Context: an optimization exercise on an open-source flow, tuned for small area. The choices shown serve that exercise and are no tape-out recipe.
Function was checked by simulation only, so behaviour that the tests miss may differ from the original.
No activity file was given, so power comes from the tool's default toggle rates.

## the previous run
==> flow/design.v <==
module regfile_mp #(
  parameter  int XLEN = 32,
  parameter  int NREG = 32,
  parameter  int NRP  = 2,
  parameter  int NWP  = 2,
  localparam int AW   = $clog2(NREG)
) (
  input  logic                clk,
  input  logic                rst_n,
  input  logic [NWP-1:0]      we,
  input  logic [NWP*AW-1:0]   wa,
  input  logic [NWP*XLEN-1:0] wd,
  input  logic [NRP*AW-1:0]   ra,
  output logic [NRP*XLEN-1:0] rd,
  output logic                ready
);
  logic [AW-1:0]   r_cnt;
  logic            r_ready;
  logic [XLEN-1:0] r_mem_n [1:NREG-1];
  always_ff @(posedge clk) begin
    if (!rst_n)               r_cnt <= AW'(1);
    else if (r_cnt != '0)     r_cnt <= r_cnt + AW'(1);
  end
  always_ff @(posedge clk) begin
    if (!rst_n)                          r_ready <= 1'b0;
    else if (r_cnt == AW'(NREG - 1))     r_ready <= 1'b1;
  end
  assign ready = r_ready;
  logic [NREG-1:1] w_s0, w_s1, w_hn;
  regfile_mp_wdec #(.NREG(NREG), .AW(AW)) u_wdec (
    .rdy(r_ready), .we(we), .wa(wa),
    .s0(w_s0), .s1(w_s1), .hn(w_hn)
  );
  for (genvar r = 1; r < NREG; r++) begin : g_reg
    logic [XLEN-1:0] w_nxt;
    for (genvar b = 0; b < XLEN; b++) begin : g_bit
      regfile_mp_wbit u_wbit (
        .s0(w_s0[r]), .d0(wd[b]),
        .s1(w_s1[r]), .d1(wd[XLEN + b]),
        .hn(w_hn[r]), .q(r_mem_n[r][b]),
        .n(w_nxt[b])
      );
    end
    always_ff @(posedge clk) r_mem_n[r] <= w_nxt;
  end
  for (genvar g = 0; g < NRP; g++) begin : g_rd
    logic [AW-1:0]   w_ra;
    logic [NREG-1:1] w_rsel;
    logic            w_any;
    assign w_ra  = ra[g*AW +: AW];
    assign w_any = r_ready && (w_ra != '0);
    regfile_mp_rdec #(.NREG(NREG), .AW(AW)) u_rdec (.ra(w_ra), .sel(w_rsel));
    for (genvar b = 0; b < XLEN; b++) begin : g_bit
      logic [NREG-1:1] w_col;
      for (genvar r = 1; r < NREG; r++) begin : g_col
        assign w_col[r] = r_mem_n[r][b];
      end
      regfile_mp_rbit #(.N(NREG - 1)) u_rbit (
        .any(w_any), .sel(w_rsel), .dn(w_col), .y(rd[g*XLEN + b])
      );
    end
  end
endmodule
module regfile_mp_wdec #(
  parameter int NREG = 32,
  parameter int AW   = 5
) (
  input  logic            rdy,
  input  logic [1:0]      we,
  input  logic [2*AW-1:0] wa,
  output logic [NREG-1:1] s0,
  output logic [NREG-1:1] s1,
  output logic [NREG-1:1] hn
);
  logic       w_we0;
  logic [3:0] w_lo0, w_lo1;
  logic [7:0] w_hi0, w_hi1;
  assign w_we0 = we[0] && !(we[1] && (wa[0 +: AW] == wa[AW +: AW]));
  always_comb begin
    for (int i = 0; i < 4; i++) begin
      w_lo0[i] = (wa[1:0] == 2'(i));
      w_lo1[i] = (wa[AW+1:AW] == 2'(i));
    end
    for (int i = 0; i < 8; i++) begin
      w_hi0[i] = rdy && w_we0 && (wa[4:2] == 3'(i));
      w_hi1[i] = rdy && we[1] && (wa[AW+4:AW+2] == 3'(i));
    end
  end
  for (genvar r = 1; r < NREG; r++) begin : g_r
    logic w_s0_n, w_s1_n, w_h;
    regfile_mp_wctl u_ctl (
      .rdy_n(!rdy),
      .lo0(w_lo0[r % 4]), .hi0(w_hi0[r / 4]),
      .lo1(w_lo1[r % 4]), .hi1(w_hi1[r / 4]),
      .s0_n(w_s0_n), .s1_n(w_s1_n), .h(w_h)
    );
    regfile_mp_inv u_s0 (.a(w_s0_n), .y(s0[r]));
    regfile_mp_inv u_s1 (.a(w_s1_n), .y(s1[r]));
    regfile_mp_inv u_hn (.a(w_h),    .y(hn[r]));
  end
endmodule
module regfile_mp_wctl (
  input  logic rdy_n,
  input  logic lo0, hi0,
  input  logic lo1, hi1,
  output logic s0_n, s1_n, h
);
  assign s0_n = ~(lo0 & hi0);
  assign s1_n = ~(lo1 & hi1);
  assign h    = ~((lo0 & hi0) | (lo1 & hi1) | rdy_n);
endmodule
module regfile_mp_rdec #(
  parameter int NREG = 32,
  parameter int AW   = 5
) (
  input  logic [AW-1:0]   ra,
  output logic [NREG-1:1] sel
);
  logic [NREG-1:1] w_sel_n;
  always_comb
    for (int r = 1; r < NREG; r++)
      w_sel_n[r] = !(ra == AW'(r));
  for (genvar r = 1; r < NREG; r++) begin : g_drv
    regfile_mp_inv u_sel (.a(w_sel_n[r]), .y(sel[r]));
  end
endmodule
module regfile_mp_inv (
  input  logic a,
  output logic y
);
  assign y = ~a;
endmodule
module regfile_mp_wbit (
  input  logic s0, d0,
  input  logic s1, d1,
  input  logic hn, q,
  output logic n
);
  logic keep_n;
  regfile_mp_nor2 u_keep (.a(q), .b(hn), .y(keep_n));
  regfile_mp_aoi221 u_aoi (.a1(s0), .a2(d0), .b1(s1), .b2(d1), .c(keep_n), .y(n));
endmodule
module regfile_mp_nor2 (
  input  logic a, b,
  output logic y
);
  assign y = ~(a | b);
endmodule
module regfile_mp_aoi221 (
  input  logic a1, a2, b1, b2, c,
  output logic y
);
  assign y = ~((a1 & a2) | (b1 & b2) | c);
endmodule
module regfile_mp_rbit #(
  parameter int N = 31
) (
  input  logic         any,
  input  logic [N-1:0] sel,
  input  logic [N-1:0] dn,
  output logic         y
);
  localparam int NG3 = N / 3;
  localparam int NR  = N % 3;
  localparam int NG  = NG3 + (NR != 0);
  logic [NG:0] w_v;
  for (genvar i = 0; i < NG3; i++) begin : g_grp
    regfile_mp_aoi3 u_aoi (.sel(sel[3*i +: 3]), .d(dn[3*i +: 3]), .yn(w_v[i]));
  end
  if (NR == 2) begin : g_rem2
    regfile_mp_aoi2 u_aoi (.sel(sel[3*NG3 +: 2]), .d(dn[3*NG3 +: 2]), .yn(w_v[NG3]));
  end else if (NR == 1) begin : g_rem1
    regfile_mp_aoi1 u_aoi (.sel(sel[3*NG3]), .d(dn[3*NG3]), .yn(w_v[NG3]));
  end
  assign w_v[NG] = any;
  regfile_mp_and #(.N(NG + 1)) u_and (.a(w_v), .y(y));
endmodule
module regfile_mp_aoi3 (
  input  logic [2:0] sel,
  input  logic [2:0] d,
  output logic       yn
);
  assign yn = ~|(sel & d);
endmodule
module regfile_mp_aoi2 (
  input  logic [1:0] sel,
  input  logic [1:0] d,
  output logic       yn
);
  assign yn = ~|(sel & d);
endmodule
module regfile_mp_aoi1 (
  input  logic sel,
  input  logic d,
  output logic yn
);
  assign yn = ~(sel & d);
endmodule
module regfile_mp_and #(
  parameter int N = 12
) (
  input  logic [N-1:0] a,
  output logic         y
);
  assign y = &a;
endmodule
==> flow/config.mk <==
export PLATFORM = sky130hd
export DESIGN_NAME = regfile_mp
export DESIGN_NICKNAME = regfile_mp
export VERILOG_FILES = /design/flow/design.v
export SDC_FILE = /design/flow/constraint.sdc
export NUM_CORES = 4
export LEC_CHECK = 0
export CAP_MARGIN = 20
export CELL_PAD_IN_SITES_DETAIL_PLACEMENT = 1
export CELL_PAD_IN_SITES_GLOBAL_PLACEMENT = 1
export CORE_MARGIN = 2
export CORE_UTILIZATION = 40
export SLEW_MARGIN = 20
export SYNTH_HIERARCHICAL = 1
==> flow/constraint.sdc <==
create_clock -name core_clock -period 6.0 [get_ports {clk}]
set_input_delay 1.2000 -clock core_clock [delete_from_list [all_inputs] [get_ports {clk}]]
set_output_delay 1.2000 -clock core_clock [all_outputs]
set_load 0.01 [all_outputs]
standard.sh (not shown) runs the stock make flow with config.mk's settings and CLKGATE_MAP_FILE= SYNTH_SCRIPT=/design/flow/synth_recipe.tcl, a recipe that flattens the netlist after the stock synthesis.
==> flow/flow/run.sh <==
#!/bin/bash
# Own layout flow: the standard ORFS flow (standard.sh, unchanged synthesis)
# with three layout choices added through ORFS's own variables and hooks:
#  - after floorplan, every combinational cell is swapped to the smallest-area
#    variant of its family (flow/downsize.tcl); the later repair steps upsize
#    where slew, capacitance or timing need it;
#  - ports are buffered with buf_1 instead of the default buffer cell;
#  - clock tree: clkbuf_16 only, larger sink clusters, no dummy loads.
# Each tool's full output stays in orfs/logs/; make's output goes to
# flow_make.log in the work folder.
set -euo pipefail
W=$(pwd)
CTS="-sink_clustering_enable -repair_clock_nets -dont_use_dummy_load"
CTS="$CTS -buf_list {sky130_fd_sc_hd__clkbuf_16}"
CTS="$CTS -sink_clustering_size 22 -sink_clustering_max_diameter 120"
bash standard.sh \
  "POST_FLOORPLAN_TCL=$W/flow/downsize.tcl" \
  "BUFFER_PORTS_ARGS=-buffer_cell sky130_fd_sc_hd__buf_1" \
  "CTS_ARGS=$CTS" \
  finish > "$W/flow_make.log" 2>&1
==> flow/flow/downsize.tcl <==
# Swap every combinational cell to the smallest-area variant of its family
# (largest drive among equal areas). Timing repair later upsizes where needed.
set db [ord::get_db]
set block [[$db getChip] getBlock]
set dont_use {}
if { [info exists ::env(DONT_USE_CELLS)] } { set dont_use $::env(DONT_USE_CELLS) }
array set best {}
foreach lib [$db getLibs] {
  foreach m [$lib getMasters] {
    set n [$m getName]
    if { ![regexp {^(sky130_fd_sc_hd__[a-z0-9]+)_([0-9]+)$} $n -> fam sz] } { continue }
    if { [lsearch -exact $dont_use $n] >= 0 } { continue }
    set a [expr { [$m getWidth] * [$m getHeight] }]
    if { ![info exists best($fam)] } {
      set best($fam) [list $m $a $sz]
    } else {
      lassign $best($fam) bm ba bs
      if { $a < $ba || ($a == $ba && $sz > $bs) } { set best($fam) [list $m $a $sz] }
    }
  }
}
set skip {^sky130_fd_sc_hd__(df|edf|sdf|sedf|dl|conb|tap|fill|decap|diode|clk|lpflow|probe|ha|fa|fah|mux4)}
set n 0
foreach inst [$block getInsts] {
  set m [$inst getMaster]
  set name [$m getName]
  if { [regexp $skip $name] } { continue }
  if { ![regexp {^(sky130_fd_sc_hd__[a-z0-9]+)_([0-9]+)$} $name -> fam sz] } { continue }
  if { ![info exists best($fam)] } { continue }
  set bm [lindex $best($fam) 0]
  if { [$bm getName] ne $name } {
    if { [$inst swapMaster $bm] } { incr n }
  }
}
puts "downsize: swapped $n instances"
The previous run reached the final stage; the timing, design-rule and antenna checks on its layout passed.
--- input diff the previous run..the current run ---
==> flow/design.v, changed modules only <==
module regfile_mp_wdec #(
  parameter int NREG = 32,
  parameter int AW   = 5
) (
  input  logic            rdy,
  input  logic [1:0]      we,
  input  logic [2*AW-1:0] wa,
  output logic [NREG-1:1] s0,
  output logic [NREG-1:1] s1,
  output logic [NREG-1:1] hn
);
  logic       w_we0;
  logic [3:0] w_lo0, w_lo1;
  logic [7:0] w_hi0, w_hi1;
  assign w_we0 = we[0] && !(we[1] && (wa[0 +: AW] == wa[AW +: AW]));
  always_comb begin
    for (int i = 0; i < 4; i++) begin
      w_lo0[i] = (wa[1:0] == 2'(i));
      w_lo1[i] = (wa[AW+1:AW] == 2'(i));
    end
    for (int i = 0; i < 8; i++) begin
      w_hi0[i] = rdy && w_we0 && (wa[4:2] == 3'(i));
      w_hi1[i] = rdy && we[1] && (wa[AW+4:AW+2] == 3'(i));
    end
  end
  for (genvar r = 1; r < NREG; r++) begin : g_r
    logic w_s0_n, w_s1_n, w_h;
    regfile_mp_wctl u_ctl (
      .rdy(rdy),
      .lo0(w_lo0[r % 4]), .hi0(w_hi0[r / 4]),
      .lo1(w_lo1[r % 4]), .hi1(w_hi1[r / 4]),
      .s0_n(w_s0_n), .s1_n(w_s1_n), .h(w_h)
    );
    regfile_mp_inv u_s0 (.a(w_s0_n), .y(s0[r]));
    regfile_mp_inv u_s1 (.a(w_s1_n), .y(s1[r]));
    regfile_mp_inv u_hn (.a(w_h),    .y(hn[r]));
  end
endmodule
module regfile_mp_wctl (
  input  logic rdy,
  input  logic lo0, hi0,
  input  logic lo1, hi1,
  output logic s0_n, s1_n, h
);
  regfile_mp_nand2 u_s0 (.a(lo0), .b(hi0), .y(s0_n));
  regfile_mp_nand2 u_s1 (.a(lo1), .b(hi1), .y(s1_n));
  regfile_mp_and3 u_h  (.a(s0_n), .b(s1_n), .c(rdy), .y(h));
endmodule
module regfile_mp_nand2 (
  input  logic a, b,
  output logic y
);
  assign y = ~(a & b);
endmodule
module regfile_mp_and3 (
  input  logic a, b, c,
  output logic y
);
  assign y = a & b & c;
endmodule
==> comparison <==
The current run has completed all stages; timing, DRC and antenna checks passed.
Compared with the previous run, in the current run wire length now larger, final non-filler cell total +about 0.7%, clock skew saw an increase, placed cell count now larger, fraction of final layout cells with drive strength greater than 1 rose 0.90 points.
Total power: the previous run vs the current run — no meaningful difference
The previous run → the current run: number of instances in the synthesized netlist held steady, worst slack at placement shrank by 19 ps, non-clock buffer count grew by about 22%.
Between the current run and the previous run, the final area is lower for the previous run.
Comparing the previous run with the current run, the placer's final routability congestion estimate came out essentially unchanged.

========
Starts from the design.v that is shown in full above.
==> flow/config.mk <==
export PLATFORM = sky130hd
export DESIGN_NAME = regfile_mp
export DESIGN_NICKNAME = regfile_mp
export VERILOG_FILES = /design/flow/design.v
export SDC_FILE = /design/flow/constraint.sdc
export NUM_CORES = 4
export LEC_CHECK = 0
export CAP_MARGIN = 20
export CELL_PAD_IN_SITES_DETAIL_PLACEMENT = 1
export CELL_PAD_IN_SITES_GLOBAL_PLACEMENT = 1
export CORE_MARGIN = 2
export CORE_UTILIZATION = 40
export SLEW_MARGIN = 20
export SYNTH_HIERARCHICAL = 1
==> flow/constraint.sdc <==
create_clock -name core_clock -period 6.0 [get_ports {clk}]
set_input_delay 1.2000 -clock core_clock [delete_from_list [all_inputs] [get_ports {clk}]]
set_output_delay 1.2000 -clock core_clock [all_outputs]
set_load 0.01 [all_outputs]
==> flow/flow/run.sh <==
#!/bin/bash
# Own layout flow: the standard ORFS flow (standard.sh, unchanged synthesis)
# with three layout choices added through ORFS's own variables and hooks:
#  - after floorplan, every combinational cell is swapped to the smallest-area
#    variant of its family (flow/downsize.tcl); the later repair steps upsize
#    where slew, capacitance or timing need it;
#  - ports are buffered with buf_1 instead of the default buffer cell;
#  - clock tree: clkbuf_16 only, larger sink clusters, no dummy loads.
# Each tool's full output stays in orfs/logs/; make's output goes to
# flow_make.log in the work folder.
set -euo pipefail
W=$(pwd)
CTS="-sink_clustering_enable -repair_clock_nets -dont_use_dummy_load"
CTS="$CTS -buf_list {sky130_fd_sc_hd__clkbuf_16}"
CTS="$CTS -sink_clustering_size 25 -sink_clustering_max_diameter 150"
bash standard.sh \
  "POST_FLOORPLAN_TCL=$W/flow/downsize.tcl" \
  "BUFFER_PORTS_ARGS=-buffer_cell sky130_fd_sc_hd__buf_1" \
  "CTS_ARGS=$CTS" \
  finish > "$W/flow_make.log" 2>&1
Scripts as last shown in full above: flow/flow/downsize.tcl
Next try:
--- a/flow/design.v
+++ b/flow/design.v
@@ -89,7 +89,7 @@
   for (genvar r = 1; r < NREG; r++) begin : g_r
     logic w_s0_n, w_s1_n, w_h;
     regfile_mp_wctl u_ctl (
-      .rdy_n(!rdy),
+      .rdy(rdy),
       .lo0(w_lo0[r % 4]), .hi0(w_hi0[r / 4]),
       .lo1(w_lo1[r % 4]), .hi1(w_hi1[r / 4]),
       .s0_n(w_s0_n), .s1_n(w_s1_n), .h(w_h)
@@ -100,14 +100,26 @@
   end
 endmodule
 module regfile_mp_wctl (
-  input  logic rdy_n,
+  input  logic rdy,
   input  logic lo0, hi0,
   input  logic lo1, hi1,
   output logic s0_n, s1_n, h
 );
-  assign s0_n = ~(lo0 & hi0);
-  assign s1_n = ~(lo1 & hi1);
-  assign h    = ~((lo0 & hi0) | (lo1 & hi1) | rdy_n);
+  regfile_mp_nand2 u_s0 (.a(lo0), .b(hi0), .y(s0_n));
+  regfile_mp_nand2 u_s1 (.a(lo1), .b(hi1), .y(s1_n));
+  regfile_mp_and3 u_h  (.a(s0_n), .b(s1_n), .c(rdy), .y(h));
+endmodule
+module regfile_mp_nand2 (
+  input  logic a, b,
+  output logic y
+);
+  assign y = ~(a & b);
+endmodule
+module regfile_mp_and3 (
+  input  logic a, b, c,
+  output logic y
+);
+  assign y = a & b & c;
 endmodule
 module regfile_mp_rdec #(
   parameter int NREG = 32,
What happened:
- core utilization rises by 0.41 points
- clock skew rises by 36 ps
- final cell count rises by 0.69%
- area after synthesis falls by 0.56%
- non-clock buffer count rises by 47
- routed wire length rises by 4.3%
- global-route usage rises by 1.9 points
- synthesized cell count barely changes
- cell area rises by 0.80%
- setup slack is better by 110 ps
- register-to-register slack is worse by 230 ps
- power rises by 0.53%
- sequential share of layout area falls by 0.34 points
- via count rises by 1.2%

## afterwards: timing with drivers on the ports
The flow's constraints put no driver on any port. The routed layouts listed below were extracted and timed again, unchanged, in two steps. Step 1: set_driving_cell puts a clkbuf_16 on clk and a buf_2 on each other input, an assumption about the parent block. Step 2 adds t to the input delays and takes it off the output delays; t is the mean of the earliest and latest rising clock arrival at the registers after step 1. Input paths then give back, and output paths get back, about the clock's delay inside the block. a / b / c = ideal / step 1 / step 2; a / b = the first two.
run | t, ns | setup slack, ns | worst setup path at the end
the previous run | 0.782 | 0.474 / 0.381 / 0.381 | input to output
the current run | 0.782 | 0.453 / 0.406 / 0.406 | input to output
the first run of note 2 | 0.780 | 0.481 / 0.379 / 0.379 | input to output
the second run of note 2 | 0.764 | 0.588 / 0.553 / 0.553 | input to output
After both steps every run listed still meets setup and hold. For the first run of note 2, which loses most, drivers alone change the setup slack by -0.102 ns; drivers and shift together by -0.102 ns.
